Source: an optimization exercise on an open RTL-to-GDS flow (aim: small area, a short achievable clock period and few clock cycles per item). Production flows keep margins and buffers that such runs may drop.
In this exercise RTL edits were held to simulation tests only and were not proved equivalent to the original.

[config.mk]
export PLATFORM = sky130hd
export DESIGN_NAME = cordic_vector
export DESIGN_NICKNAME = cordic_vector
export VERILOG_FILES = /design/flow/design.v
export SDC_FILE = /design/flow/constraint.sdc
export NUM_CORES = 4
export LEC_CHECK = 0
export CAP_MARGIN = 20
export CORE_MARGIN = 2
export CORE_UTILIZATION = 45
export CTS_CLUSTER_DIAMETER = 120
export CTS_CLUSTER_SIZE = 25
export SLEW_MARGIN = 20
[constraint.sdc]
create_clock -name core_clock -period 12.0 [get_ports {clk}]
set_input_delay 2.4000 -clock core_clock [delete_from_list [all_inputs] [get_ports {clk}]]
set_output_delay 2.4000 -clock core_clock [all_outputs]
set_load 0.01 [all_outputs]
[design.v]
module cordic_vector (
  input  logic        clk,
  input  logic        reset,
  input  logic [31:0] x_in,
  input  logic [31:0] y_in,
  input  logic        in_valid,
  output logic        in_ready,
  output logic [31:0] angle,
  output logic [31:0] magnitude,
  output logic        out_valid,
  input  logic        out_ready
);
  function automatic logic [31:0] ztab1(input logic [4:0] ztab1_k);
    ztab1 = (ztab1_k[4] ? (ztab1_k[3] ? (ztab1_k[2] ? (ztab1_k[1] ? (ztab1_k[0] ? 32'hCB4298FC : 32'hAD9631F8) : (ztab1_k[0] ? 32'hBB94DE00 : 32'h9DE876FC)) : (ztab1_k[1] ? (ztab1_k[0] ? 32'hC34D2A58 : 32'hA5A0C354) : (ztab1_k[0] ? 32'hB39F6F5C : 32'h95F30858))) : (ztab1_k[2] ? (ztab1_k[1] ? (ztab1_k[0] ? 32'h620E7CF6 : 32'h446215F2) : (ztab1_k[0] ? 32'h5260C1FA : 32'h34B45AF6)) : (ztab1_k[1] ? (ztab1_k[0] ? 32'h5A190E52 : 32'h3C6CA74E) : (ztab1_k[0] ? 32'h4A6B5356 : 32'h2CBEEC52)))) : (ztab1_k[3] ? (ztab1_k[2] ? (ztab1_k[1] ? (ztab1_k[0] ? 32'hFD868FA5 : 32'hDFDA28A1) : (ztab1_k[0] ? 32'hEDD8D4A9 : 32'hD02C6DA5)) : (ztab1_k[1] ? (ztab1_k[0] ? 32'hF5912101 : 32'hD7E4B9FD) : (ztab1_k[0] ? 32'hE5E36605 : 32'hC836FF01))) : (ztab1_k[2] ? (ztab1_k[1] ? (ztab1_k[0] ? 32'h2FCA864D : 32'h121E1F49) : (ztab1_k[0] ? 32'h201CCB51 : 32'h0270644D)) : (ztab1_k[1] ? (ztab1_k[0] ? 32'h27D517A9 : 32'h0A28B0A5) : (ztab1_k[0] ? 32'h18275CAD : 32'hFA7AF5A9)))));
  endfunction
  function automatic logic [31:0] ztab2(input logic [2:0] ztab2_k);
    ztab2 = (ztab2_k[2] ? (ztab2_k[1] ? (ztab2_k[0] ? 32'h06FE7B7A : 32'h02FFD004) : (ztab2_k[0] ? 32'h04FEA620 : 32'h00FFFAAA)) : (ztab2_k[1] ? (ztab2_k[0] ? 32'h05FE80D0 : 32'h01FFD55A) : (ztab2_k[0] ? 32'h03FEAB76 : 32'h00000000)));
  endfunction
  function automatic logic [31:0] ztab3(input logic [3:0] ztab3_k);
    ztab3 = (ztab3_k[3] ? (ztab3_k[2] ? (ztab3_k[1] ? (ztab3_k[0] ? 32'h00EFFF38 : 32'h006FFFE4) : (ztab3_k[0] ? 32'h00AFFF4E : 32'h002FFFFA)) : (ztab3_k[1] ? (ztab3_k[0] ? 32'h00CFFF3C : 32'h004FFFE8) : (ztab3_k[0] ? 32'h008FFF52 : 32'h000FFFFE))) : (ztab3_k[2] ? (ztab3_k[1] ? (ztab3_k[0] ? 32'h00DFFF3A : 32'h005FFFE6) : (ztab3_k[0] ? 32'h009FFF50 : 32'h001FFFFC)) : (ztab3_k[1] ? (ztab3_k[0] ? 32'h00BFFF3E : 32'h003FFFEA) : (ztab3_k[0] ? 32'h007FFF54 : 32'h00000000))));
  endfunction
  logic en;   
  logic        v0, sx0, sy0;
  logic [31:0] xa0, ya0;
  always_ff @(posedge clk or negedge reset)
    if (!reset) v0 <= 1'b0;
    else if (en) v0 <= in_valid;
  always_ff @(posedge clk) if (en) begin
    sx0 <= x_in[31];
    sy0 <= y_in[31];
    xa0 <= (x_in ^ {32{x_in[31]}}) + {31'b0, x_in[31]};
    ya0 <= (y_in ^ {32{y_in[31]}}) + {31'b0, y_in[31]};
  end
  logic sx1, sy1, m1;
  logic [32:0] x_1_1;
  logic [33:0] y_1_1;
  assign sx1 = sx0;
  assign sy1 = sy0;
  cv_add #(.W(33)) u_x1_0 (.a({1'b0, xa0}), .b({1'b0, ya0}), .ci(1'b0), .s(x_1_1));
  assign m1 = (sx1 == sy1);
  cv_add #(.W(34)) u_y1_0 (.a(({2'b0, xa0} ^ {34{m1}})), .b(({2'b0, ya0} ^ {34{~m1}})), .ci(1'b1), .s(y_1_1));
  logic v1;
  logic [32:0] x1;
  logic [33:0] y1;
  logic [1:0] q1;
  always_ff @(posedge clk or negedge reset)
    if (!reset) v1 <= 1'b0;
    else if (en) v1 <= v0;
  always_ff @(posedge clk) if (en) begin
    x1 <= x_1_1;
    y1 <= y_1_1;
    q1 <= {sx1, sy1};
  end
  logic d1;
  assign d1 = ~y1[33];
  logic [33:0] ye_2_1;
  assign ye_2_1 = y1[33:0];
  logic [32:0] x_2_2;
  cv_add #(.W(33)) u_x2_1 (.a(x1), .b((ye_2_1[33:1] ^ {33{~d1}})), .ci(~d1), .s(x_2_2));
  logic [32:0] xs_2_1;
  assign xs_2_1 = {1'b0, x1[32:1]};
  logic [32:0] y_2_2;
  cv_add #(.W(33)) u_y2_1 (.a(y1[32:0]), .b((xs_2_1 ^ {33{d1}})), .ci(d1), .s(y_2_2));
  logic v2;
  logic [32:0] x2;
  logic [32:0] y2;
  logic [1:0] q2;
  logic [1:1] dd2;
  always_ff @(posedge clk or negedge reset)
    if (!reset) v2 <= 1'b0;
    else if (en) v2 <= v1;
  always_ff @(posedge clk) if (en) begin
    x2 <= x_2_2;
    y2 <= y_2_2;
    q2 <= q1;
    dd2 <= {d1};
  end
  logic d2;
  assign d2 = ~y2[32];
  logic [34:0] ye_3_2;
  assign ye_3_2 = {{2{y2[32]}}, y2};
  logic [32:0] x_3_3;
  cv_add #(.W(33)) u_x3_2 (.a(x2), .b((ye_3_2[34:2] ^ {33{~d2}})), .ci(~d2), .s(x_3_3));
  logic [31:0] xs_3_2;
  assign xs_3_2 = {1'b0, x2[32:2]};
  logic [31:0] y_3_3;
  cv_add #(.W(32)) u_y3_2 (.a(y2[31:0]), .b((xs_3_2 ^ {32{d2}})), .ci(d2), .s(y_3_3));
  logic v3;
  logic [32:0] x3;
  logic [31:0] y3;
  logic [1:0] q3;
  logic [2:1] dd3;
  always_ff @(posedge clk or negedge reset)
    if (!reset) v3 <= 1'b0;
    else if (en) v3 <= v2;
  always_ff @(posedge clk) if (en) begin
    x3 <= x_3_3;
    y3 <= y_3_3;
    q3 <= q2;
    dd3 <= {d2, dd2};
  end
  logic d3;
  assign d3 = ~y3[31];
  logic [35:0] ye_4_3;
  assign ye_4_3 = {{4{y3[31]}}, y3};
  logic [32:0] x_4_4;
  cv_add #(.W(33)) u_x4_3 (.a(x3), .b((ye_4_3[35:3] ^ {33{~d3}})), .ci(~d3), .s(x_4_4));
  logic [30:0] xs_4_3;
  assign xs_4_3 = {1'b0, x3[32:3]};
  logic [30:0] y_4_4;
  cv_add #(.W(31)) u_y4_3 (.a(y3[30:0]), .b((xs_4_3 ^ {31{d3}})), .ci(d3), .s(y_4_4));
  logic v4;
  logic [32:0] x4;
  logic [30:0] y4;
  logic [1:0] q4;
  logic [3:1] dd4;
  always_ff @(posedge clk or negedge reset)
    if (!reset) v4 <= 1'b0;
    else if (en) v4 <= v3;
  always_ff @(posedge clk) if (en) begin
    x4 <= x_4_4;
    y4 <= y_4_4;
    q4 <= q3;
    dd4 <= {d3, dd3};
  end
  logic d4;
  assign d4 = ~y4[30];
  logic [36:0] ye_5_4;
  assign ye_5_4 = {{6{y4[30]}}, y4};
  logic [32:0] x_5_5;
  cv_add #(.W(33)) u_x5_4 (.a(x4), .b((ye_5_4[36:4] ^ {33{~d4}})), .ci(~d4), .s(x_5_5));
  logic [29:0] xs_5_4;
  assign xs_5_4 = {1'b0, x4[32:4]};
  logic [29:0] y_5_5;
  cv_add #(.W(30)) u_y5_4 (.a(y4[29:0]), .b((xs_5_4 ^ {30{d4}})), .ci(d4), .s(y_5_5));
  logic v5;
  logic [32:0] x5;
  logic [29:0] y5;
  logic [1:0] q5;
  logic [4:1] dd5;
  always_ff @(posedge clk or negedge reset)
    if (!reset) v5 <= 1'b0;
    else if (en) v5 <= v4;
  always_ff @(posedge clk) if (en) begin
    x5 <= x_5_5;
    y5 <= y_5_5;
    q5 <= q4;
    dd5 <= {d4, dd4};
  end
  logic d5;
  assign d5 = ~y5[29];
  logic [37:0] ye_6_5;
  assign ye_6_5 = {{8{y5[29]}}, y5};
  logic [32:0] x_6_6;
  cv_add #(.W(33)) u_x6_5 (.a(x5), .b((ye_6_5[37:5] ^ {33{~d5}})), .ci(~d5), .s(x_6_6));
  logic [28:0] xs_6_5;
  assign xs_6_5 = {1'b0, x5[32:5]};
  logic [28:0] y_6_6;
  cv_add #(.W(29)) u_y6_5 (.a(y5[28:0]), .b((xs_6_5 ^ {29{d5}})), .ci(d5), .s(y_6_6));
  logic v6;
  logic [32:0] x6;
  logic [28:0] y6;
  logic [1:0] q6;
  logic [5:1] dd6;
  always_ff @(posedge clk or negedge reset)
    if (!reset) v6 <= 1'b0;
    else if (en) v6 <= v5;
  always_ff @(posedge clk) if (en) begin
    x6 <= x_6_6;
    y6 <= y_6_6;
    q6 <= q5;
    dd6 <= {d5, dd5};
  end
  logic d6;
  assign d6 = ~y6[28];
  logic [38:0] ye_7_6;
  assign ye_7_6 = {{10{y6[28]}}, y6};
  logic [32:0] x_7_7;
  cv_add #(.W(33)) u_x7_6 (.a(x6), .b((ye_7_6[38:6] ^ {33{~d6}})), .ci(~d6), .s(x_7_7));
  logic [27:0] xs_7_6;
  assign xs_7_6 = {1'b0, x6[32:6]};
  logic [27:0] y_7_7;
  cv_add #(.W(28)) u_y7_6 (.a(y6[27:0]), .b((xs_7_6 ^ {28{d6}})), .ci(d6), .s(y_7_7));
  logic v7;
  logic [32:0] x7;
  logic [27:0] y7;
  logic [1:0] q7;
  logic [6:1] dd7;
  always_ff @(posedge clk or negedge reset)
    if (!reset) v7 <= 1'b0;
    else if (en) v7 <= v6;
  always_ff @(posedge clk) if (en) begin
    x7 <= x_7_7;
    y7 <= y_7_7;
    q7 <= q6;
    dd7 <= {d6, dd6};
  end
  logic d7;
  assign d7 = ~y7[27];
  logic [39:0] ye_8_7;
  assign ye_8_7 = {{12{y7[27]}}, y7};
  logic [32:0] x_8_8;
  cv_add #(.W(33)) u_x8_7 (.a(x7), .b((ye_8_7[39:7] ^ {33{~d7}})), .ci(~d7), .s(x_8_8));
  logic [26:0] xs_8_7;
  assign xs_8_7 = {1'b0, x7[32:7]};
  logic [26:0] y_8_8;
  cv_add #(.W(27)) u_y8_7 (.a(y7[26:0]), .b((xs_8_7 ^ {27{d7}})), .ci(d7), .s(y_8_8));
  logic v8;
  logic [32:0] x8;
  logic [26:0] y8;
  logic [1:0] q8;
  logic [7:1] dd8;
  always_ff @(posedge clk or negedge reset)
    if (!reset) v8 <= 1'b0;
    else if (en) v8 <= v7;
  always_ff @(posedge clk) if (en) begin
    x8 <= x_8_8;
    y8 <= y_8_8;
    q8 <= q7;
    dd8 <= {d7, dd7};
  end
  logic d8;
  assign d8 = ~y8[26];
  logic [40:0] ye_9_8;
  assign ye_9_8 = {{14{y8[26]}}, y8};
  logic [32:0] x_9_9;
  cv_add #(.W(33)) u_x9_8 (.a(x8), .b((ye_9_8[40:8] ^ {33{~d8}})), .ci(~d8), .s(x_9_9));
  logic [25:0] xs_9_8;
  assign xs_9_8 = {1'b0, x8[32:8]};
  logic [25:0] y_9_9;
  cv_add #(.W(26)) u_y9_8 (.a(y8[25:0]), .b((xs_9_8 ^ {26{d8}})), .ci(d8), .s(y_9_9));
  logic v9;
  logic [32:0] x9;
  logic [25:0] y9;
  logic [1:0] q9;
  logic [8:1] dd9;
  always_ff @(posedge clk or negedge reset)
    if (!reset) v9 <= 1'b0;
    else if (en) v9 <= v8;
  always_ff @(posedge clk) if (en) begin
    x9 <= x_9_9;
    y9 <= y_9_9;
    q9 <= q8;
    dd9 <= {d8, dd8};
  end
  logic d9;
  assign d9 = ~y9[25];
  logic [41:0] ye_10_9;
  assign ye_10_9 = {{16{y9[25]}}, y9};
  logic [32:0] x_10_10;
  cv_add #(.W(33)) u_x10_9 (.a(x9), .b((ye_10_9[41:9] ^ {33{~d9}})), .ci(~d9), .s(x_10_10));
  logic [24:0] xs_10_9;
  assign xs_10_9 = {1'b0, x9[32:9]};
  logic [24:0] y_10_10;
  cv_add #(.W(25)) u_y10_9 (.a(y9[24:0]), .b((xs_10_9 ^ {25{d9}})), .ci(d9), .s(y_10_10));
  logic v10;
  logic [32:0] x10;
  logic [24:0] y10;
  logic [1:0] q10;
  logic [9:1] dd10;
  always_ff @(posedge clk or negedge reset)
    if (!reset) v10 <= 1'b0;
    else if (en) v10 <= v9;
  always_ff @(posedge clk) if (en) begin
    x10 <= x_10_10;
    y10 <= y_10_10;
    q10 <= q9;
    dd10 <= {d9, dd9};
  end
  logic d10;
  assign d10 = ~y10[24];
  logic [42:0] ye_11_10;
  assign ye_11_10 = {{18{y10[24]}}, y10};
  logic [32:0] x_11_11;
  cv_add #(.W(33)) u_x11_10 (.a(x10), .b((ye_11_10[42:10] ^ {33{~d10}})), .ci(~d10), .s(x_11_11));
  logic [23:0] xs_11_10;
  assign xs_11_10 = {1'b0, x10[32:10]};
  logic [23:0] y_11_11;
  cv_add #(.W(24)) u_y11_10 (.a(y10[23:0]), .b((xs_11_10 ^ {24{d10}})), .ci(d10), .s(y_11_11));
  logic v11;
  logic [32:0] x11;
  logic [23:0] y11;
  logic [1:0] q11;
  logic [10:1] dd11;
  always_ff @(posedge clk or negedge reset)
    if (!reset) v11 <= 1'b0;
    else if (en) v11 <= v10;
  always_ff @(posedge clk) if (en) begin
    x11 <= x_11_11;
    y11 <= y_11_11;
    q11 <= q10;
    dd11 <= {d10, dd10};
  end
  logic d11;
  assign d11 = ~y11[23];
  logic [43:0] ye_12_11;
  assign ye_12_11 = {{20{y11[23]}}, y11};
  logic [32:0] x_12_12;
  cv_add #(.W(33)) u_x12_11 (.a(x11), .b((ye_12_11[43:11] ^ {33{~d11}})), .ci(~d11), .s(x_12_12));
  logic [22:0] xs_12_11;
  assign xs_12_11 = {1'b0, x11[32:11]};
  logic [22:0] y_12_12;
  cv_add #(.W(23)) u_y12_11 (.a(y11[22:0]), .b((xs_12_11 ^ {23{d11}})), .ci(d11), .s(y_12_12));
  logic v12;
  logic [32:0] x12;
  logic [22:0] y12;
  logic [1:0] q12;
  logic [11:1] dd12;
  always_ff @(posedge clk or negedge reset)
    if (!reset) v12 <= 1'b0;
    else if (en) v12 <= v11;
  always_ff @(posedge clk) if (en) begin
    x12 <= x_12_12;
    y12 <= y_12_12;
    q12 <= q11;
    dd12 <= {d11, dd11};
  end
  logic d12;
  assign d12 = ~y12[22];
  logic [44:0] ye_13_12;
  assign ye_13_12 = {{22{y12[22]}}, y12};
  logic [32:0] x_13_13;
  cv_add #(.W(33)) u_x13_12 (.a(x12), .b((ye_13_12[44:12] ^ {33{~d12}})), .ci(~d12), .s(x_13_13));
  logic [21:0] xs_13_12;
  assign xs_13_12 = {1'b0, x12[32:12]};
  logic [21:0] y_13_13;
  cv_add #(.W(22)) u_y13_12 (.a(y12[21:0]), .b((xs_13_12 ^ {22{d12}})), .ci(d12), .s(y_13_13));
  logic v13;
  logic [32:0] x13;
  logic [21:0] y13;
  logic [1:0] q13;
  logic [12:1] dd13;
  always_ff @(posedge clk or negedge reset)
    if (!reset) v13 <= 1'b0;
    else if (en) v13 <= v12;
  always_ff @(posedge clk) if (en) begin
    x13 <= x_13_13;
    y13 <= y_13_13;
    q13 <= q12;
    dd13 <= {d12, dd12};
  end
  logic d13;
  assign d13 = ~y13[21];
  logic [45:0] ye_14_13;
  assign ye_14_13 = {{24{y13[21]}}, y13};
  logic [32:0] x_14_14;
  cv_add #(.W(33)) u_x14_13 (.a(x13), .b((ye_14_13[45:13] ^ {33{~d13}})), .ci(~d13), .s(x_14_14));
  logic [20:0] xs_14_13;
  assign xs_14_13 = {1'b0, x13[32:13]};
  logic [20:0] y_14_14;
  cv_add #(.W(21)) u_y14_13 (.a(y13[20:0]), .b((xs_14_13 ^ {21{d13}})), .ci(d13), .s(y_14_14));
  logic v14;
  logic [32:0] x14;
  logic [20:0] y14;
  logic [1:0] q14;
  logic [13:1] dd14;
  always_ff @(posedge clk or negedge reset)
    if (!reset) v14 <= 1'b0;
    else if (en) v14 <= v13;
  always_ff @(posedge clk) if (en) begin
    x14 <= x_14_14;
    y14 <= y_14_14;
    q14 <= q13;
    dd14 <= {d13, dd13};
  end
  logic d14;
  assign d14 = ~y14[20];
  logic [46:0] ye_15_14;
  assign ye_15_14 = {{26{y14[20]}}, y14};
  logic [32:0] x_15_15;
  cv_add #(.W(33)) u_x15_14 (.a(x14), .b((ye_15_14[46:14] ^ {33{~d14}})), .ci(~d14), .s(x_15_15));
  logic [19:0] xs_15_14;
  assign xs_15_14 = {1'b0, x14[32:14]};
  logic [19:0] y_15_15;
  cv_add #(.W(20)) u_y15_14 (.a(y14[19:0]), .b((xs_15_14 ^ {20{d14}})), .ci(d14), .s(y_15_15));
  logic v15;
  logic [32:0] x15;
  logic [19:0] y15;
  logic [1:0] q15;
  logic [14:1] dd15;
  always_ff @(posedge clk or negedge reset)
    if (!reset) v15 <= 1'b0;
    else if (en) v15 <= v14;
  always_ff @(posedge clk) if (en) begin
    x15 <= x_15_15;
    y15 <= y_15_15;
    q15 <= q14;
    dd15 <= {d14, dd14};
  end
  logic d15;
  assign d15 = ~y15[19];
  logic [47:0] ye_16_15;
  assign ye_16_15 = {{28{y15[19]}}, y15};
  logic [32:0] x_16_16;
  cv_add #(.W(33)) u_x16_15 (.a(x15), .b((ye_16_15[47:15] ^ {33{~d15}})), .ci(~d15), .s(x_16_16));
  logic [18:0] xs_16_15;
  assign xs_16_15 = {1'b0, x15[32:15]};
  logic [18:0] y_16_16;
  cv_add #(.W(19)) u_y16_15 (.a(y15[18:0]), .b((xs_16_15 ^ {19{d15}})), .ci(d15), .s(y_16_16));
  logic v16;
  logic [32:0] x16;
  logic [18:0] y16;
  logic [1:0] q16;
  logic [15:1] dd16;
  always_ff @(posedge clk or negedge reset)
    if (!reset) v16 <= 1'b0;
    else if (en) v16 <= v15;
  always_ff @(posedge clk) if (en) begin
    x16 <= x_16_16;
    y16 <= y_16_16;
    q16 <= q15;
    dd16 <= {d15, dd15};
  end
  logic d16;
  assign d16 = ~y16[18];
  logic [48:0] ye_17_16;
  assign ye_17_16 = {{30{y16[18]}}, y16};
  logic [32:0] x_17_17;
  cv_add #(.W(33)) u_x17_16 (.a(x16), .b((ye_17_16[48:16] ^ {33{~d16}})), .ci(~d16), .s(x_17_17));
  logic [17:0] xs_17_16;
  assign xs_17_16 = {1'b0, x16[32:16]};
  logic [17:0] y_17_17;
  cv_add #(.W(18)) u_y17_16 (.a(y16[17:0]), .b((xs_17_16 ^ {18{d16}})), .ci(d16), .s(y_17_17));
  logic v17;
  logic [32:0] x17;
  logic [17:0] y17;
  logic [1:0] q17;
  logic [16:1] dd17;
  always_ff @(posedge clk or negedge reset)
    if (!reset) v17 <= 1'b0;
    else if (en) v17 <= v16;
  always_ff @(posedge clk) if (en) begin
    x17 <= x_17_17;
    y17 <= y_17_17;
    q17 <= q16;
    dd17 <= {d16, dd16};
  end
  logic d17;
  assign d17 = ~y17[17];
  logic [16:0] xs_18_17;
  assign xs_18_17 = {1'b0, x17[32:17]};
  logic [16:0] y_18_18;
  cv_add #(.W(17)) u_y18_17 (.a(y17[16:0]), .b((xs_18_17 ^ {17{d17}})), .ci(d17 ^ 1'b0), .s(y_18_18));
  logic [3:0] c_18_18;
  assign c_18_18 = {3'b0, ~d17};
  logic v18;
  logic [32:0] x18;
  logic [16:0] y18;
  logic [3:0] c18;
  logic [4:0] l4n_18;
  assign l4n_18 = {1'b0, x17[3:0]} + {1'b0, c_18_18};
  logic cyr18;
  logic [1:0] q18;
  logic [17:1] dd18;
  always_ff @(posedge clk or negedge reset)
    if (!reset) v18 <= 1'b0;
    else if (en) v18 <= v17;
  always_ff @(posedge clk) if (en) begin
    x18 <= x17;
    y18 <= y_18_18;
    c18 <= c_18_18;
    cyr18 <= (&x17[17:4]) & l4n_18[4];
    q18 <= q17;
    dd18 <= {d17, dd17};
  end
  logic d18;
  assign d18 = ~y18[16];
  logic [15:0] xs_19_18;
  assign xs_19_18 = {1'b0, x18[32:18]};
  logic [15:0] y_19_19;
  cv_add #(.W(16)) u_y19_18 (.a(y18[15:0]), .b((xs_19_18 ^ {16{d18}})), .ci(d18 ^ cyr18), .s(y_19_19));
  logic [3:0] c_19_19;
  assign c_19_19 = c18 + {3'b0, ~d18};
  logic v19;
  logic [32:0] x19;
  logic [15:0] y19;
  logic [3:0] c19;
  logic [4:0] l4n_19;
  assign l4n_19 = {1'b0, x18[3:0]} + {1'b0, c_19_19};
  logic cyr19;
  logic [1:0] q19;
  logic [18:1] dd19;
  always_ff @(posedge clk or negedge reset)
    if (!reset) v19 <= 1'b0;
    else if (en) v19 <= v18;
  always_ff @(posedge clk) if (en) begin
    x19 <= x18;
    y19 <= y_19_19;
    c19 <= c_19_19;
    cyr19 <= (&x18[18:4]) & l4n_19[4];
    q19 <= q18;
    dd19 <= {d18, dd18};
  end
  logic d19;
  assign d19 = ~y19[15];
  logic [14:0] xs_20_19;
  assign xs_20_19 = {1'b0, x19[32:19]};
  logic [14:0] y_20_20;
  cv_add #(.W(15)) u_y20_19 (.a(y19[14:0]), .b((xs_20_19 ^ {15{d19}})), .ci(d19 ^ cyr19), .s(y_20_20));
  logic [3:0] c_20_20;
  assign c_20_20 = c19 + {3'b0, ~d19};
  logic v20;
  logic [32:0] x20;
  logic [14:0] y20;
  logic [3:0] c20;
  logic [4:0] l4n_20;
  assign l4n_20 = {1'b0, x19[3:0]} + {1'b0, c_20_20};
  logic cyr20;
  logic [1:0] q20;
  logic [19:1] dd20;
  always_ff @(posedge clk or negedge reset)
    if (!reset) v20 <= 1'b0;
    else if (en) v20 <= v19;
  always_ff @(posedge clk) if (en) begin
    x20 <= x19;
    y20 <= y_20_20;
    c20 <= c_20_20;
    cyr20 <= (&x19[19:4]) & l4n_20[4];
    q20 <= q19;
    dd20 <= {d19, dd19};
  end
  logic d20;
  assign d20 = ~y20[14];
  logic [13:0] xs_21_20;
  assign xs_21_20 = {1'b0, x20[32:20]};
  logic [13:0] y_21_21;
  cv_add #(.W(14)) u_y21_20 (.a(y20[13:0]), .b((xs_21_20 ^ {14{d20}})), .ci(d20 ^ cyr20), .s(y_21_21));
  logic [3:0] c_21_21;
  assign c_21_21 = c20 + {3'b0, ~d20};
  logic v21;
  logic [32:0] x21;
  logic [13:0] y21;
  logic [3:0] c21;
  logic [4:0] l4n_21;
  assign l4n_21 = {1'b0, x20[3:0]} + {1'b0, c_21_21};
  logic cyr21;
  logic [1:0] q21;
  logic [20:1] dd21;
  always_ff @(posedge clk or negedge reset)
    if (!reset) v21 <= 1'b0;
    else if (en) v21 <= v20;
  always_ff @(posedge clk) if (en) begin
    x21 <= x20;
    y21 <= y_21_21;
    c21 <= c_21_21;
    cyr21 <= (&x20[20:4]) & l4n_21[4];
    q21 <= q20;
    dd21 <= {d20, dd20};
  end
  logic d21;
  assign d21 = ~y21[13];
  logic [12:0] xs_22_21;
  assign xs_22_21 = {1'b0, x21[32:21]};
  logic [12:0] y_22_22;
  cv_add #(.W(13)) u_y22_21 (.a(y21[12:0]), .b((xs_22_21 ^ {13{d21}})), .ci(d21 ^ cyr21), .s(y_22_22));
  logic [3:0] c_22_22;
  assign c_22_22 = c21 + {3'b0, ~d21};
  logic v22;
  logic [32:0] x22;
  logic [12:0] y22;
  logic [3:0] c22;
  logic [4:0] l4n_22;
  assign l4n_22 = {1'b0, x21[3:0]} + {1'b0, c_22_22};
  logic cyr22;
  logic [1:0] q22;
  logic [21:1] dd22;
  always_ff @(posedge clk or negedge reset)
    if (!reset) v22 <= 1'b0;
    else if (en) v22 <= v21;
  always_ff @(posedge clk) if (en) begin
    x22 <= x21;
    y22 <= y_22_22;
    c22 <= c_22_22;
    cyr22 <= (&x21[21:4]) & l4n_22[4];
    q22 <= q21;
    dd22 <= {d21, dd21};
  end
  logic d22;
  assign d22 = ~y22[12];
  logic [11:0] xs_23_22;
  assign xs_23_22 = {1'b0, x22[32:22]};
  logic [11:0] y_23_23;
  cv_add #(.W(12)) u_y23_22 (.a(y22[11:0]), .b((xs_23_22 ^ {12{d22}})), .ci(d22 ^ cyr22), .s(y_23_23));
  logic [3:0] c_23_23;
  assign c_23_23 = c22 + {3'b0, ~d22};
  logic v23;
  logic [32:0] x23;
  logic [11:0] y23;
  logic [3:0] c23;
  logic [4:0] l4n_23;
  assign l4n_23 = {1'b0, x22[3:0]} + {1'b0, c_23_23};
  logic cyr23;
  logic [1:0] q23;
  logic [22:1] dd23;
  always_ff @(posedge clk or negedge reset)
    if (!reset) v23 <= 1'b0;
    else if (en) v23 <= v22;
  always_ff @(posedge clk) if (en) begin
    x23 <= x22;
    y23 <= y_23_23;
    c23 <= c_23_23;
    cyr23 <= (&x22[22:4]) & l4n_23[4];
    q23 <= q22;
    dd23 <= {d22, dd22};
  end
  logic d23;
  assign d23 = ~y23[11];
  logic [10:0] xs_24_23;
  assign xs_24_23 = {1'b0, x23[32:23]};
  logic [10:0] y_24_24;
  cv_add #(.W(11)) u_y24_23 (.a(y23[10:0]), .b((xs_24_23 ^ {11{d23}})), .ci(d23 ^ cyr23), .s(y_24_24));
  logic [3:0] c_24_24;
  assign c_24_24 = c23 + {3'b0, ~d23};
  logic v24;
  logic [32:0] x24;
  logic [10:0] y24;
  logic [3:0] c24;
  logic [4:0] l4n_24;
  assign l4n_24 = {1'b0, x23[3:0]} + {1'b0, c_24_24};
  logic cyr24;
  logic [1:0] q24;
  logic [23:1] dd24;
  always_ff @(posedge clk or negedge reset)
    if (!reset) v24 <= 1'b0;
    else if (en) v24 <= v23;
  always_ff @(posedge clk) if (en) begin
    x24 <= x23;
    y24 <= y_24_24;
    c24 <= c_24_24;
    cyr24 <= (&x23[23:4]) & l4n_24[4];
    q24 <= q23;
    dd24 <= {d23, dd23};
  end
  logic d24;
  assign d24 = ~y24[10];
  logic [9:0] xs_25_24;
  assign xs_25_24 = {1'b0, x24[32:24]};
  logic [9:0] y_25_25;
  cv_add #(.W(10)) u_y25_24 (.a(y24[9:0]), .b((xs_25_24 ^ {10{d24}})), .ci(d24 ^ cyr24), .s(y_25_25));
  logic [3:0] c_25_25;
  assign c_25_25 = c24 + {3'b0, ~d24};
  logic v25;
  logic [32:0] x25;
  logic [9:0] y25;
  logic [3:0] c25;
  logic [4:0] l4n_25;
  assign l4n_25 = {1'b0, x24[3:0]} + {1'b0, c_25_25};
  logic cyr25;
  logic [1:0] q25;
  logic [24:1] dd25;
  always_ff @(posedge clk or negedge reset)
    if (!reset) v25 <= 1'b0;
    else if (en) v25 <= v24;
  always_ff @(posedge clk) if (en) begin
    x25 <= x24;
    y25 <= y_25_25;
    c25 <= c_25_25;
    cyr25 <= (&x24[24:4]) & l4n_25[4];
    q25 <= q24;
    dd25 <= {d24, dd24};
  end
  logic d25;
  assign d25 = ~y25[9];
  logic [8:0] xs_26_25;
  assign xs_26_25 = {1'b0, x25[32:25]};
  logic [8:0] y_26_26;
  cv_add #(.W(9)) u_y26_25 (.a(y25[8:0]), .b((xs_26_25 ^ {9{d25}})), .ci(d25 ^ cyr25), .s(y_26_26));
  logic [3:0] c_26_26;
  assign c_26_26 = c25 + {3'b0, ~d25};
  logic v26;
  logic [32:0] x26;
  logic [8:0] y26;
  logic [3:0] c26;
  logic [4:0] l4n_26;
  assign l4n_26 = {1'b0, x25[3:0]} + {1'b0, c_26_26};
  logic cyr26;
  logic [1:0] q26;
  logic [25:1] dd26;
  always_ff @(posedge clk or negedge reset)
    if (!reset) v26 <= 1'b0;
    else if (en) v26 <= v25;
  always_ff @(posedge clk) if (en) begin
    x26 <= x25;
    y26 <= y_26_26;
    c26 <= c_26_26;
    cyr26 <= (&x25[25:4]) & l4n_26[4];
    q26 <= q25;
    dd26 <= {d25, dd25};
  end
  logic d26;
  assign d26 = ~y26[8];
  logic [8:0] xs_27_26;
  assign xs_27_26 = {2'b0, x26[32:26]};
  logic [8:0] y_27_27;
  cv_add #(.W(9)) u_y27_26 (.a(y26[8:0]), .b((xs_27_26 ^ {9{d26}})), .ci(d26 ^ cyr26), .s(y_27_27));
  logic [3:0] c_27_27;
  assign c_27_27 = c26 + {3'b0, ~d26};
  logic v27;
  logic [32:0] x27;
  logic [8:0] y27;
  logic [3:0] c27;
  logic [4:0] l4n_27;
  assign l4n_27 = {1'b0, x26[3:0]} + {1'b0, c_27_27};
  logic cyr27;
  logic [1:0] q27;
  logic [26:1] dd27;
  always_ff @(posedge clk or negedge reset)
    if (!reset) v27 <= 1'b0;
    else if (en) v27 <= v26;
  always_ff @(posedge clk) if (en) begin
    x27 <= x26;
    y27 <= y_27_27;
    c27 <= c_27_27;
    cyr27 <= (&x26[26:4]) & l4n_27[4];
    q27 <= q26;
    dd27 <= {d26, dd26};
  end
  logic d27;
  assign d27 = ~y27[8];
  logic [8:0] xs_28_27;
  assign xs_28_27 = {3'b0, x27[32:27]};
  logic [8:0] y_28_28;
  cv_add #(.W(9)) u_y28_27 (.a(y27[8:0]), .b((xs_28_27 ^ {9{d27}})), .ci(d27 ^ cyr27), .s(y_28_28));
  logic [3:0] c_28_28;
  assign c_28_28 = c27 + {3'b0, ~d27};
  logic v28;
  logic [32:0] x28;
  logic [8:0] y28;
  logic [3:0] c28;
  logic [4:0] l4n_28;
  assign l4n_28 = {1'b0, x27[3:0]} + {1'b0, c_28_28};
  logic cyr28;
  logic [1:0] q28;
  logic [27:1] dd28;
  always_ff @(posedge clk or negedge reset)
    if (!reset) v28 <= 1'b0;
    else if (en) v28 <= v27;
  always_ff @(posedge clk) if (en) begin
    x28 <= x27;
    y28 <= y_28_28;
    c28 <= c_28_28;
    cyr28 <= (&x27[27:4]) & l4n_28[4];
    q28 <= q27;
    dd28 <= {d27, dd27};
  end
  logic d28;
  assign d28 = ~y28[8];
  logic [8:0] xs_29_28;
  assign xs_29_28 = {4'b0, x28[32:28]};
  logic [8:0] y_29_29;
  cv_add #(.W(9)) u_y29_28 (.a(y28[8:0]), .b((xs_29_28 ^ {9{d28}})), .ci(d28 ^ cyr28), .s(y_29_29));
  logic [3:0] c_29_29;
  assign c_29_29 = c28 + {3'b0, ~d28};
  logic v29;
  logic [32:0] x29;
  logic [8:0] y29;
  logic [3:0] c29;
  logic [4:0] l4n_29;
  assign l4n_29 = {1'b0, x28[3:0]} + {1'b0, c_29_29};
  logic cyr29;
  logic [1:0] q29;
  logic [28:1] dd29;
  always_ff @(posedge clk or negedge reset)
    if (!reset) v29 <= 1'b0;
    else if (en) v29 <= v28;
  always_ff @(posedge clk) if (en) begin
    x29 <= x28;
    y29 <= y_29_29;
    c29 <= c_29_29;
    cyr29 <= (&x28[28:4]) & l4n_29[4];
    q29 <= q28;
    dd29 <= {d28, dd28};
  end
  logic d29;
  assign d29 = ~y29[8];
  logic [8:0] xs_30_29;
  assign xs_30_29 = {5'b0, x29[32:29]};
  logic [8:0] y_30_30;
  cv_add #(.W(9)) u_y30_29 (.a(y29[8:0]), .b((xs_30_29 ^ {9{d29}})), .ci(d29 ^ cyr29), .s(y_30_30));
  logic [3:0] c_30_30;
  assign c_30_30 = c29 + {3'b0, ~d29};
  logic v30;
  logic [32:0] x30;
  logic [8:0] y30;
  logic [3:0] c30;
  logic [4:0] l4n_30;
  assign l4n_30 = {1'b0, x29[3:0]} + {1'b0, c_30_30};
  logic cyr30;
  logic [1:0] q30;
  logic [29:1] dd30;
  always_ff @(posedge clk or negedge reset)
    if (!reset) v30 <= 1'b0;
    else if (en) v30 <= v29;
  always_ff @(posedge clk) if (en) begin
    x30 <= x29;
    y30 <= y_30_30;
    c30 <= c_30_30;
    cyr30 <= (&x29[29:4]) & l4n_30[4];
    q30 <= q29;
    dd30 <= {d29, dd29};
  end
  logic d30;
  assign d30 = ~y30[8];
  logic [8:0] xs_31_30;
  assign xs_31_30 = {6'b0, x30[32:30]};
  logic [8:0] y_31_31;
  cv_add #(.W(9)) u_y31_30 (.a(y30[8:0]), .b((xs_31_30 ^ {9{d30}})), .ci(d30 ^ cyr30), .s(y_31_31));
  logic [3:0] c_31_31;
  assign c_31_31 = c30 + {3'b0, ~d30};
  logic v31;
  logic [32:0] x31;
  logic [8:0] y31;
  logic [3:0] c31;
  logic [1:0] q31;
  logic [29:1] dd31;
  always_ff @(posedge clk or negedge reset)
    if (!reset) v31 <= 1'b0;
    else if (en) v31 <= v30;
  always_ff @(posedge clk) if (en) begin
    x31 <= x30;
    y31 <= y_31_31;
    c31 <= c_31_31;
    q31 <= q30;
    dd31 <= {dd30};
  end
  logic [3:0] cf;
  assign cf = c31 + {3'b0, y31[8]};
  logic [55:0] pp0;
  assign pp0 = ~({23'b0, x31} << 0);
  logic [55:0] pp3;
  assign pp3 = ~({23'b0, x31} << 3);
  logic [55:0] pp7;
  assign pp7 = {23'b0, x31} << 7;
  logic [55:0] pp9;
  assign pp9 = {23'b0, x31} << 9;
  logic [55:0] pp11;
  assign pp11 = ~({23'b0, x31} << 11);
  logic [55:0] pp14;
  assign pp14 = ~({23'b0, x31} << 14);
  logic [55:0] pp17;
  assign pp17 = ~({23'b0, x31} << 17);
  logic [55:0] pp20;
  assign pp20 = {23'b0, x31} << 20;
  logic [55:0] pp22;
  assign pp22 = {23'b0, x31} << 22;
  logic [55:0] ppc;
  assign ppc = (cf[3] ? (cf[2] ? (cf[1] ? (cf[0] ? 56'h000000048DECFE : 56'h00000004403287) : (cf[0] ? 56'h00000003F27810 : 56'h00000003A4BD99)) : (cf[1] ? (cf[0] ? 56'h00000003570322 : 56'h000000030948AB) : (cf[0] ? 56'h00000002BB8E34 : 56'h000000026DD3BD))) : (cf[2] ? (cf[1] ? (cf[0] ? 56'h00000002201946 : 56'h00000001D25ECF) : (cf[0] ? 56'h0000000184A458 : 56'h0000000136E9E1)) : (cf[1] ? (cf[0] ? 56'h00000000E92F6A : 56'h000000009B74F3) : (cf[0] ? 56'h000000004DBA7C : 56'h00000000000005))));
  logic [55:0] pm_s0_0, pm_c0_0;
  assign pm_s0_0 = pp0 ^ pp3 ^ pp7;
  assign pm_c0_0 = ((pp0 & pp3) | (pp0 & pp7) | (pp3 & pp7)) << 1;
  logic [55:0] pm_s0_3, pm_c0_3;
  assign pm_s0_3 = pp9 ^ pp11 ^ pp14;
  assign pm_c0_3 = ((pp9 & pp11) | (pp9 & pp14) | (pp11 & pp14)) << 1;
  logic [55:0] pm_s0_6, pm_c0_6;
  assign pm_s0_6 = pp17 ^ pp20 ^ pp22;
  assign pm_c0_6 = ((pp17 & pp20) | (pp17 & pp22) | (pp20 & pp22)) << 1;
  logic [55:0] pm_s1_0, pm_c1_0;
  assign pm_s1_0 = pm_s0_0 ^ pm_c0_0 ^ pm_s0_3;
  assign pm_c1_0 = ((pm_s0_0 & pm_c0_0) | (pm_s0_0 & pm_s0_3) | (pm_c0_0 & pm_s0_3)) << 1;
  logic [55:0] pm_s1_3, pm_c1_3;
  assign pm_s1_3 = pm_c0_3 ^ pm_s0_6 ^ pm_c0_6;
  assign pm_c1_3 = ((pm_c0_3 & pm_s0_6) | (pm_c0_3 & pm_c0_6) | (pm_s0_6 & pm_c0_6)) << 1;
  logic [55:0] pm_s2_0, pm_c2_0;
  assign pm_s2_0 = pm_s1_0 ^ pm_c1_0 ^ pm_s1_3;
  assign pm_c2_0 = ((pm_s1_0 & pm_c1_0) | (pm_s1_0 & pm_s1_3) | (pm_c1_0 & pm_s1_3)) << 1;
  logic [55:0] pm_s3_0, pm_c3_0;
  assign pm_s3_0 = pm_s2_0 ^ pm_c2_0 ^ pm_c1_3;
  assign pm_c3_0 = ((pm_s2_0 & pm_c2_0) | (pm_s2_0 & pm_c1_3) | (pm_c2_0 & pm_c1_3)) << 1;
  logic [55:0] pm_s4_0, pm_c4_0;
  assign pm_s4_0 = pm_s3_0 ^ pm_c3_0 ^ ppc;
  assign pm_c4_0 = ((pm_s3_0 & pm_c3_0) | (pm_s3_0 & ppc) | (pm_c3_0 & ppc)) << 1;
  logic [8:0] plo;
  assign plo = {1'b0, pm_s4_0[7:0]} + {1'b0, pm_c4_0[7:0]};
  logic [31:0] mag_n, ang_n, zsum;
  logic [31:0] zt1, zt2, zt3, zb;
  assign zt1 = ztab1({q31, dd31[3:1]});
  assign zt2 = ztab2(dd31[6:4]);
  assign zt3 = ztab3(dd31[10:7]);
  assign zb = {12'b0, dd31[11], dd31[12], dd31[13], dd31[14], dd31[15], dd31[16], dd31[17],
                 dd31[18], dd31[19], dd31[20], dd31[21], dd31[22], dd31[23], dd31[24],
                 dd31[25], dd31[26], dd31[27], dd31[28], dd31[29], 1'b1};
  logic [31:0] zs_s0_0, zs_c0_0;
  assign zs_s0_0 = zt1 ^ zt2 ^ zt3;
  assign zs_c0_0 = ((zt1 & zt2) | (zt1 & zt3) | (zt2 & zt3)) << 1;
  logic [31:0] zs_s1_0, zs_c1_0;
  assign zs_s1_0 = zs_s0_0 ^ zs_c0_0 ^ zb;
  assign zs_c1_0 = ((zs_s0_0 & zs_c0_0) | (zs_s0_0 & zb) | (zs_c0_0 & zb)) << 1;
  logic vm, mc, zf;
  logic [55:8] ma, mb;
  logic [31:0] zha, zhb;
  always_ff @(posedge clk or negedge reset)
    if (!reset) vm <= 1'b0;
    else if (en) vm <= v31;
  always_ff @(posedge clk) if (en) begin
    ma <= pm_s4_0[55:8];
    mb <= pm_c4_0[55:8];
    mc <= plo[8];
    zha <= zs_s1_0;
    zhb <= zs_c1_0;
    zf <= (x31 == 33'd0);
  end
  logic [55:8] phi;
  assign phi = ma + mb + {47'b0, mc};
  assign mag_n = (phi[55:54] != 2'b00) ? 32'h7FFFFFFF : {1'b0, phi[53:23]};
  assign zsum = zha + zhb;
  assign ang_n = zf ? 32'h0 : zsum;
  logic        rv, kv;
  logic [31:0] ra, rm, ka, km;
  logic        take, incoming, load_r;
  assign en       = ~kv;
  assign take     = rv & out_ready;
  assign incoming = en & vm;
  assign load_r   = ~rv | take;
  logic        rv_d, kv_d, rdy;
  always_comb begin
    rv_d = rv;
    kv_d = kv;
    if (kv) begin
      if (take) kv_d = 1'b0;
    end else if (incoming) begin
      if (load_r) rv_d = 1'b1;
      else kv_d = 1'b1;
    end else if (take) begin
      rv_d = 1'b0;
    end
  end
  always_ff @(posedge clk or negedge reset)
    if (!reset) begin
      rv  <= 1'b0;
      kv  <= 1'b0;
    end else begin
      rv  <= rv_d;
      kv  <= kv_d;
    end
  always_ff @(posedge clk) rdy <= ~kv_d;
  always_ff @(posedge clk) begin
    if (kv ? take : load_r) begin
      ra <= kv ? ka : ang_n;
      rm <= kv ? km : mag_n;
    end
    if (~kv) begin   
      ka <= ang_n;
      km <= mag_n;
    end
  end
  assign in_ready  = rdy;
  assign out_valid = rv;
  assign angle     = ra;
  assign magnitude = rm;
endmodule
module cv_add #(
  parameter int W = 8
) (
  input  logic [W-1:0] a,
  input  logic [W-1:0] b,
  input  logic         ci,
  output logic [W-1:0] s
);
  localparam int L = (W > 32) ? 6 : (W > 16) ? 5 : (W > 8) ? 4 : (W > 4) ? 3 : (W > 2) ? 2 : 1;
  logic [(L+1)*W-1:0] g, p;
  assign p[W-1:0] = a ^ b;
  assign g[W-1:0] = (a & b) | {{(W-1){1'b0}}, (a[0] ^ b[0]) & ci};
  for (genvar l = 0; l < L; l++) begin : g_lvl
    for (genvar i = 0; i < W; i++) begin : g_bit
      if ((i >> l) & 1) begin : g_op
        localparam int J = ((i >> (l + 1)) << (l + 1)) + (1 << l) - 1;
        assign g[(l+1)*W+i] = g[l*W+i] | (p[l*W+i] & g[l*W+J]);
        assign p[(l+1)*W+i] = p[l*W+i] & p[l*W+J];
      end else begin : g_pass
        assign g[(l+1)*W+i] = g[l*W+i];
        assign p[(l+1)*W+i] = p[l*W+i];
      end
    end
  end
  if (W > 1) begin : g_sum
    assign s = p[W-1:0] ^ {g[L*W +: W-1], ci};
  end else begin : g_sum1
    assign s = p[0] ^ ci;
  end
endmodule
[flow/run.sh]
#!/bin/bash
# The standard layout, with the resizer allowed to change cell footprints and asked for
# more setup slack than the constraint needs, so that it shortens the critical paths.
set -euo pipefail
bash standard.sh synth > synth.log 2>&1
bash standard.sh MATCH_CELL_FOOTPRINT=0 SETUP_SLACK_MARGIN=8.1 finish > layout.log 2>&1
[standard.sh]
#!/bin/bash
# synth_recipe.tcl (not shown) runs the flow's synth.tcl, then flattens the netlist and writes it again
# the make line also repeats each setting of config.mk as NAME=value (left out here)
make -C /OpenROAD-flow-scripts/flow DESIGN_CONFIG=/design/flow/config.mk WORK_HOME=/design/flow/orfs CLKGATE_MAP_FILE= SYNTH_SCRIPT=/design/flow/synth_recipe.tcl "${@:-finish}"
==> flow_summary.ini, run 1 <==
[status]
outcome = finished clean

[clocking]
tritoncts_clock_tree = yes
cts_buffers = 120
clock_insertion_delay_worst_skew_ns = 0.94
cts_num_sinks = 2594
cts_root_buffer = sky130_fd_sc_hd__clkbuf_16
max-clock-path-buffers = 4
clock_edge_transition_at_the_registers_on_the_reported_setup_and_hold_paths_ns = 0.10
ctsHtreeMaxLevel = 3
cts_hold_repair.buffers = 0

[route]
via_count = 77300
drt-vias-per-instance = 5.17
drt_iter0_markers = 4200
wl_met2_um = 154000
wl_met1_um = 111000
routed_wirelength_um = 284000
drtAntennaViolNets = 0
routedWlPerCell_um = 19.0
remaining_drc_errors = 0
drt_pass1_iterations = 5
top_layer = met4
met3WireLength_um = 7150

[place]
post-place-ws_ns = 6.20
hpwl_um = 212000
place_inst = 14600
numPortBuffers = 133
gp_congestion = 0.866

[global_routing]
initial_antenna_violation_count = 2
grt_pass1_vias = 80400
grt_usage = 0.177
grt.overflow.total = 0
grt_max_degree = 192
wire_length_of_the_first_global_routing_pass_um = 443000

[floorplan]
ioPinCount = 134
num_rows = 204
core-area_mm2 = 0.309
die_w_um = 561
initial_standard_cell_utilization_of_the_core = 0.452
die_h_um = 561
die-area_mm2 = 0.315

[setup_path]
worstReg2RegEnd = x4[25]$_DFFE_PN_
start_kind = flip-flop
critPathCapture = x4[25]$_DFFE_PN_
path_class = reg2reg
crit_path_max_fanout = 5
critPathArrivalTime_ns = 4.63
critPathLaunch = y3[31]$_DFFE_PN_
worstRegToRegCells = 16
worst_setup_ep_type = flip-flop
worst-endpoint-required_ns = 12.70
setup.reg_to_reg.worst_slack_ns = 8.06
r2r_start = y3[31]$_DFFE_PN_

[finish]
drive_above_1_share = 0.0707
finalCoreUtilization = 0.494
fin_cells = 15000
area_delta_synth_final_pct = 9.14
largest_registers = ma: 48 flops, mb: 48 flops
final_net_count = 12400

[synth]
synth.ff_latch_count = 2594
syn_area_mm2 = 0.140
synth_instances = 10500
synth_top_area_frac = 0.536
yosys.cell_types.count = 98
ys_dominant_reg_cell = sky130_fd_sc_hd__edfxtp_1
synth_sequential_area_ratio = 0.552
postSynthNetCount = 12100
synth-warning-count = 1
synthTopCellsByArea = sky130_fd_sc_hd__edfxtp_1, sky130_fd_sc_hd__ha_1, sky130_fd_sc_hd__fa_1
asyncSetResetFlopFracSynth = 0.0135
number_of_enable_flip_flop_cells_after_synthesis = 2494
synth_area_per_cell_um2 = 13.3
netlist.top_cell.by_area = sky130_fd_sc_hd__edfxtp_1

[timing]
hold_slack_ns = 0.407
post-route-period-util = 0.328
fmax_mhz = 254
setup_violations = 0
totalNegativeSetupSlack_ns = 0
finalCriticalPeriod_ns = 3.94
finalHoldViolCount = 0
timing.max_slew.rel_slack = 0.269
rsz0062_at_grt = yes
finClkSkew_ns = 0.107
finalMaxSlewViolations = 0
slew_at_the_pin_with_the_worst_max_slew_slack_ns = 1.10
finalWorstSetupSlack_ns = 8.06

[run]
max_cap_viol_count = 0

[worst_hold_path]
worst_hold_path_type = reg2reg
## layout make-up
class / count / area [um2]
Timing Repair Buffer: 366 / 3480
Clock buffer: 174 / 3250
Antenna cell: 2 / 5.00
Inverter: 960 / 3670
Multi-Input combinational cell: 6723 / 59700
Tap cell: 4120 / 5150
Clock inverter: 14 / 125
Fill cell: 26600 / 156000
Timing Repair inverter: 1 / 5.00
Sequential cell: 2594 / 77100
## stage by stage
stage                     cell area, um2
after floorplan                   140000
after global placement            146000
after detailed placement          146000
after CTS                         151000
after global routing              152000
final                             152000
## per-layer routing
metal / up-vias / track usage
li1: 37600 / -
met4: 0 / 0.0617
met1: 38200 / 0.201
met2: 1057 / 0.342
met3: 429 / 0.0164
met5: - / 0
## Yosys cell counts, types with 136 or more instances
cell,instances
sky130_fd_sc_hd__xnor2_1,1059
sky130_fd_sc_hd__ha_1,1064
sky130_fd_sc_hd__inv_1,957
sky130_fd_sc_hd__nand2_1,355
sky130_fd_sc_hd__a21o_1,210
sky130_fd_sc_hd__xor2_1,705
sky130_fd_sc_hd__clkbuf_1,136
sky130_fd_sc_hd__nor3_1,176
sky130_fd_sc_hd__a21oi_1,403
sky130_fd_sc_hd__fa_1,484
sky130_fd_sc_hd__nor2_1,492
sky130_fd_sc_hd__o21ai_0,200
sky130_fd_sc_hd__o21a_1,144
sky130_fd_sc_hd__nand3_1,167
sky130_fd_sc_hd__edfxtp_1,2494
## placed cells by master (no fill, tap or decap), drive strengths merged, types with 33 or more instances in the layout
cell type      netlist  final
and4                33     33
mux2i               40     40
nor2b              129    129
a21oi              403    403
buf                 59    217
a21boi              39     39
dfrtp               35     35
and2                58     58
clkdlybuf4s50        0     39
and3                78     78
nand2b             104    104
nor3               176    176
a21o               210    210
fa                 484    484
ha                1064   1064
or3                 37     37
xnor2             1060   1060
a211oi              47     47
xor2               706    706
dfxtp               65     65
nor4                34     34
o21bai              36     36
edfxtp            2494   2494
nand4              130    130
mux2                38     38
a31oi               41     41
or2                 34     34
clkbuf             136    257
inv                958    955
nor2               492    492
nand3              167    167
o21ai              254    254
nand2              356    356
o21a               144    144
## timing repair
item / in CTS / in global routing
gates resized for setup: 343 / 207
pin swaps: 33 / 83
endpoints found under the setup margin: 529 / 359
cloned: 7 / 12
endpoints found under the hold margin: 0 / 0
buffers inserted: 62 / 88
## cell families after synthesis
| family | share of synthesized area |
|---|---|
| and+or+nand+nor | 0.0678 |
| DFF | 0.552 |
| buffers and inverters | 0.0312 |
| AOI/OAI and AO/OA | 0.0677 |
| xor gates and xnor gates | 0.111 |
| muxes | 0.00609 |
| adders and majority gates | 0.165 |
## how the worst min path moves through the flow
stage,startpoint,endpoint,slack (ns),cells after the start
floorplan,dd9[1]$_DFFE_PN_,dd10[1]$_DFFE_PN_,0.40,0
detailed placement,dd9[1]$_DFFE_PN_,dd10[1]$_DFFE_PN_,0.40,0
global route,q1[0]$_DFFE_PN_,q2[0]$_DFFE_PN_,0.42,0
global placement,dd20[14]$_DFFE_PN_,dd21[14]$_DFFE_PN_,0.40,0
finish,q1[0]$_DFFE_PN_,q2[0]$_DFFE_PN_,0.41,0
CTS,x20[12]$_DFFE_PN_,x21[12]$_DFFE_PN_,0.39,0
## worst max-delay path, cell delays in order, from the launching register on
cell                        delay [ns]
sky130_fd_sc_hd__edfxtp_1         0.53
sky130_fd_sc_hd__buf_12           0.20
sky130_fd_sc_hd__clkbuf_16        0.16
sky130_fd_sc_hd__xnor2_4          0.19
sky130_fd_sc_hd__fa_2             0.27
sky130_fd_sc_hd__nor2b_4          0.04
sky130_fd_sc_hd__o21a_1           0.20
sky130_fd_sc_hd__o21ai_2          0.22
sky130_fd_sc_hd__a211oi_2         0.13
sky130_fd_sc_hd__o32a_1           0.42
sky130_fd_sc_hd__a221o_1          0.39
sky130_fd_sc_hd__buf_4            0.18
sky130_fd_sc_hd__a41oi_2          0.17
sky130_fd_sc_hd__o21ai_1          0.16
sky130_fd_sc_hd__a21oi_2          0.19
sky130_fd_sc_hd__o21bai_1         0.09
sky130_fd_sc_hd__xor2_1           0.14
Testbench counts, summed over its fixed seeds: cycles 2,320, items 2,048.
==> inputs of run 2 (changes only) <==
--- a/design.v
+++ b/design.v
@@ -826,25 +826,25 @@
   logic [3:0] cf;
   assign cf = c31 + {3'b0, y31[8]};
   logic [55:0] pp0;
-  assign pp0 = ~({23'b0, x31} << 0);
+  assign pp0 = {23'b0, ~x31} << 0;
   logic [55:0] pp3;
-  assign pp3 = ~({23'b0, x31} << 3);
+  assign pp3 = {23'b0, ~x31} << 3;
   logic [55:0] pp7;
   assign pp7 = {23'b0, x31} << 7;
   logic [55:0] pp9;
   assign pp9 = {23'b0, x31} << 9;
   logic [55:0] pp11;
-  assign pp11 = ~({23'b0, x31} << 11);
+  assign pp11 = {23'b0, ~x31} << 11;
   logic [55:0] pp14;
-  assign pp14 = ~({23'b0, x31} << 14);
+  assign pp14 = {23'b0, ~x31} << 14;
   logic [55:0] pp17;
-  assign pp17 = ~({23'b0, x31} << 17);
+  assign pp17 = {23'b0, ~x31} << 17;
   logic [55:0] pp20;
   assign pp20 = {23'b0, x31} << 20;
   logic [55:0] pp22;
   assign pp22 = {23'b0, x31} << 22;
   logic [55:0] ppc;
-  assign ppc = (cf[3] ? (cf[2] ? (cf[1] ? (cf[0] ? 56'h000000048DECFE : 56'h00000004403287) : (cf[0] ? 56'h00000003F27810 : 56'h00000003A4BD99)) : (cf[1] ? (cf[0] ? 56'h00000003570322 : 56'h000000030948AB) : (cf[0] ? 56'h00000002BB8E34 : 56'h000000026DD3BD))) : (cf[2] ? (cf[1] ? (cf[0] ? 56'h00000002201946 : 56'h00000001D25ECF) : (cf[0] ? 56'h0000000184A458 : 56'h0000000136E9E1)) : (cf[1] ? (cf[0] ? 56'h00000000E92F6A : 56'h000000009B74F3) : (cf[0] ? 56'h000000004DBA7C : 56'h00000000000005))));
+  assign ppc = (cf[3] ? (cf[2] ? (cf[1] ? (cf[0] ? 56'hFB6FEE04903502 : 56'hFB6FEE04427A8B) : (cf[0] ? 56'hFB6FEE03F4C014 : 56'hFB6FEE03A7059D)) : (cf[1] ? (cf[0] ? 56'hFB6FEE03594B26 : 56'hFB6FEE030B90AF) : (cf[0] ? 56'hFB6FEE02BDD638 : 56'hFB6FEE02701BC1))) : (cf[2] ? (cf[1] ? (cf[0] ? 56'hFB6FEE0222614A : 56'hFB6FEE01D4A6D3) : (cf[0] ? 56'hFB6FEE0186EC5C : 56'hFB6FEE013931E5)) : (cf[1] ? (cf[0] ? 56'hFB6FEE00EB776E : 56'hFB6FEE009DBCF7) : (cf[0] ? 56'hFB6FEE00500280 : 56'hFB6FEE00024809))));
   logic [55:0] pm_s0_0, pm_c0_0;
   assign pm_s0_0 = pp0 ^ pp3 ^ pp7;
   assign pm_c0_0 = ((pp0 & pp3) | (pp0 & pp7) | (pp3 & pp7)) << 1;
@@ -885,9 +885,11 @@
   logic [31:0] zs_s1_0, zs_c1_0;
   assign zs_s1_0 = zs_s0_0 ^ zs_c0_0 ^ zb;
   assign zs_c1_0 = ((zs_s0_0 & zs_c0_0) | (zs_s0_0 & zb) | (zs_c0_0 & zb)) << 1;
-  logic vm, mc, zf;
+  logic vm, mc;
   logic [55:8] ma, mb;
-  logic [31:0] zha, zhb;
+  logic [31:0] zr;
+  logic [31:0] zs1;
+  cv_add #(.W(32)) u_zs1 (.a(zs_s1_0), .b(zs_c1_0), .ci(1'b0), .s(zs1));
   always_ff @(posedge clk or negedge reset)
     if (!reset) vm <= 1'b0;
     else if (en) vm <= v31;
@@ -895,15 +897,13 @@
     ma <= pm_s4_0[55:8];
     mb <= pm_c4_0[55:8];
     mc <= plo[8];
-    zha <= zs_s1_0;
-    zhb <= zs_c1_0;
-    zf <= (x31 == 33'd0);
+    zr <= (x31 == 33'd0) ? 32'h0 : zs1;
   end
   logic [55:8] phi;
   assign phi = ma + mb + {47'b0, mc};
   assign mag_n = (phi[55:54] != 2'b00) ? 32'h7FFFFFFF : {1'b0, phi[53:23]};
-  assign zsum = zha + zhb;
-  assign ang_n = zf ? 32'h0 : zsum;
+  assign zsum = zr;
+  assign ang_n = zr;
   logic        rv, kv;
   logic [31:0] ra, rm, ka, km;
   logic        take, incoming, load_r;
==> run 2 against run 1 <==
Against the previous run:
- still clean on timing, DRC and antenna
- flip-flop and latch count decreased by 29
- die area decreased by 0.66%
- synthesized cell count increased by 0.31%
- area after synthesis is 0.66% lower
- clock-buffer cell count grew 3
- first-iteration DRC count is 10% lower
- global-route usage increased by 0.23 points
- cell count increased by 1.1%
- sequential share of layout area fell by 1.1 points
- worst setup slack got worse by 1.1 ns
==> flow_summary.ini, run 2 <==
[timing]
post-route-period-util = 0.418
finalWorstSetupSlack_ns = 6.99
finalHoldViolCount = 0
finClkSkew_ns = 0.0904
timing.max_slew.rel_slack = 0.234
finalMaxSlewViolations = 0
slew_at_the_pin_with_the_worst_max_slew_slack_ns = 1.15
fmax_mhz = 199
totalNegativeSetupSlack_ns = 0
setup_violations = 0
rsz0062_at_grt = yes
finalCriticalPeriod_ns = 5.01

[synth]
number_of_enable_flip_flop_cells_after_synthesis = 2465
netlist.top_cell.by_area = sky130_fd_sc_hd__edfxtp_1
synth_area_per_cell_um2 = 13.2
asyncSetResetFlopFracSynth = 0.0136
ys_dominant_reg_cell = sky130_fd_sc_hd__edfxtp_1
synth_sequential_area_ratio = 0.549
synth_most_common_cell = sky130_fd_sc_hd__edfxtp_1
post_synth_most_frequent_cells = sky130_fd_sc_hd__edfxtp_1, sky130_fd_sc_hd__xnor2_1, sky130_fd_sc_hd__ha_1, sky130_fd_sc_hd__inv_1, sky130_fd_sc_hd__xor2_1
synth_top_area_frac = 0.533
postSynthNetCount = 12100
yosys.cell_types.count = 90
synth-warning-count = 1
synthTopCellsByArea = sky130_fd_sc_hd__edfxtp_1, sky130_fd_sc_hd__ha_1, sky130_fd_sc_hd__xnor2_1
syn_area_mm2 = 0.139
synth.ff_latch_count = 2565
synth_instances = 10500

[global_routing]
grt_usage = 0.179
grt.overflow.total = 0
wire_length_of_the_first_global_routing_pass_um = 446000
grt_max_degree = 197
grt_pass1_vias = 81100
initial_antenna_violation_count = 5

[clocking]
clock_insertion_delay_worst_skew_ns = 0.93
cts_num_sinks = 2565
clock_edge_transition_at_the_registers_on_the_reported_setup_and_hold_paths_ns = 0.10
ctsHtreeMaxLevel = 3
max-clock-path-buffers = 4
cts_hold_repair.buffers = 0
cts_root_buffer = sky130_fd_sc_hd__clkbuf_16
tritoncts_clock_tree = yes
cts_buffers = 122

[floorplan]
num_rows = 203
die_h_um = 559
die-area_mm2 = 0.313
initial_standard_cell_utilization_of_the_core = 0.453
die_w_um = 559
core-area_mm2 = 0.306
ioPinCount = 134

[setup_path]
worst-endpoint-required_ns = 12.64
crit_path_max_fanout = 5
worst_setup_ep_type = flip-flop
start_kind = flip-flop
critPathArrivalTime_ns = 5.65
path_class = reg2reg
critical-path-top-cell-by-count = sky130_fd_sc_hd__buf_6
timing.critical_path.slowest_cell_delay_ns = 0.57
cp_slowest_cell = sky130_fd_sc_hd__fa_1

[finish]
layout_commonest_cell = sky130_fd_sc_hd__edfxtp_1
area_delta_synth_final_pct = 11.0
layout.cells.most_common_list = sky130_fd_sc_hd__edfxtp_1, sky130_fd_sc_hd__xnor2_1, sky130_fd_sc_hd__ha_1, sky130_fd_sc_hd__inv_1, sky130_fd_sc_hd__xor2_1
final_net_count = 12500
final_area_mm2 = 0.154
drive_above_1_share = 0.0975
fillerInstances = 26300
multi_input_area_mm2 = 0.0603
layout.area.seq_mm2 = 0.0762
largest_registers = ma: 48 flops, mb: 48 flops
fin_cells = 15100

[place]
hpwl_um = 214000
gp_congestion = 0.894
numPortBuffers = 133
postPlaceCellArea_mm2 = 0.145
post-place-ws_ns = 4.75
place_inst = 14600

[run]
max_cap_viol_count = 0

[status]
outcome = finished clean

[route]
drt_pass1_iterations = 6
drt_iter0_markers = 3782
drtAntennaViolNets = 0
remaining_drc_errors = 0
routed_wirelength_um = 288000
drt-vias-per-instance = 5.14
via_count = 77700
routedWlPerCell_um = 19.0

[worst_hold_path]
worst_hold_path_type = reg2reg
==> run 2: worst paths after layout <==
kind | slack, ns | start | depth (start not counted) | to
min | 0.38 | dd20[9]$_DFFE_PN_ | 0 | dd21[9]$_DFFE_PN_
min in group asynchronous | 1.91 | reset | 2 | v4$_DFFE_PN0N_
min reg2reg | 0.38 | dd20[9]$_DFFE_PN_ | 0 | dd21[9]$_DFFE_PN_
max in group asynchronous | 9.76 | reset | 2 | kv$_DFF_PN0_
max reg2reg | 6.99 | dd31[3]$_DFFE_PN_ | 25 | zr[28]$_SDFFCE_PN0N_
max | 6.99 | dd31[3]$_DFFE_PN_ | 25 | zr[28]$_SDFFCE_PN0N_
==> run 2: critical path: cells and delay by family, from the launching register on <==
kind                       cells  cell delay [ns]
and+or+nand+nor                4             0.23
AOI/OAI and AO/OA              8             1.59
DFF                            1             0.44
adders and majority gates      3             1.25
buffers and inverters         10             1.20
==> run 2: layout make-up <==
class | instances | area share
sequential | 2565 | 0.495
multi-input combinational | 6707 | 0.392
tap | 4100 | 0.0333
timing repair buffer | 503 | 0.0313
inverter | 1039 | 0.0259
clock buffer | 177 | 0.0215
clock inverter | 19 | 0.00145
antenna | 6 | 0.0000975
==> run 2: cell families (layout without fill, tap and decap cells) <==
logic type                 count (synthesis)  in the layout  synth area share
AOI/OAI and AO/OA                       1410           1410            0.0661
buffers and inverters                   1231           1738            0.0334
DFF                                     2565           2565             0.549
muxes                                    113            113           0.00897
and+or+nand+nor                         1894           1894            0.0679
xor gates and xnor gates                1752           1752             0.111
adders and majority gates               1538           1538             0.164
other                                      0              6                 0
==> run 2: repair_timing <==
item	in CTS	in global routing
gates resized for setup	534	327
pin swaps	90	135
setup endpoints to repair	700	607
gates cloned	8	10
buffers inserted	113	166
==> run 2: per-layer routing <==
metal,wire (um),up-vias,GRT usage
met3,7050,481,0.0191
met5,0,-,0
li1,-,37900,-
met1,107000,38300,0.189
met4,12400,0,0.0683
met2,162000,976,0.358
==> run 2: stage by stage <==
stage                util  hold WS, ns
finish              0.503        0.378
global placement    0.474        0.400
CTS                 0.493        0.378
floorplan               -        0.400
detailed placement  0.474        0.405
global route        0.503        0.385
Testbench counts of run 2, summed over its fixed seeds: cycles 2,320, items 2,048.

-- port drivers added, routing unchanged --
The flow's constraints put no driver on any port. The routed layouts listed below were extracted and timed again, unchanged, in two steps.
Step 1 (the two cells are an assumption about what drives the block):
set clk [get_ports {clk}]
set_driving_cell -lib_cell sky130_fd_sc_hd__clkbuf_16 $clk
set_driving_cell -lib_cell sky130_fd_sc_hd__buf_2 [delete_from_list [all_inputs] $clk]
Step 2 moves the port delays by t, midway between the first and last clock arrival at a register: inputs arrive t later, outputs are due t later. That takes back most of the time a late clock gives input paths.
Three values: no drivers, after step 1, after step 2; two values: the first two.
run	t (ns)	slack for setup (ns)	worst register clock-pin slew, ns	worst data-port slew with drivers (ns)	pins driven straight from the clock port
run 1	0.992	8.064 / 8.064 / 7.257	0.11 / 0.11	0.08	1
run 2	0.983	6.986 / 6.986 / 6.838	0.11 / 0.11	0.19	1
After both steps every run listed still meets setup and hold. The setup slack of run 1, which loses most, moves by 0.000 ns with the drivers and by -0.807 ns with both steps.
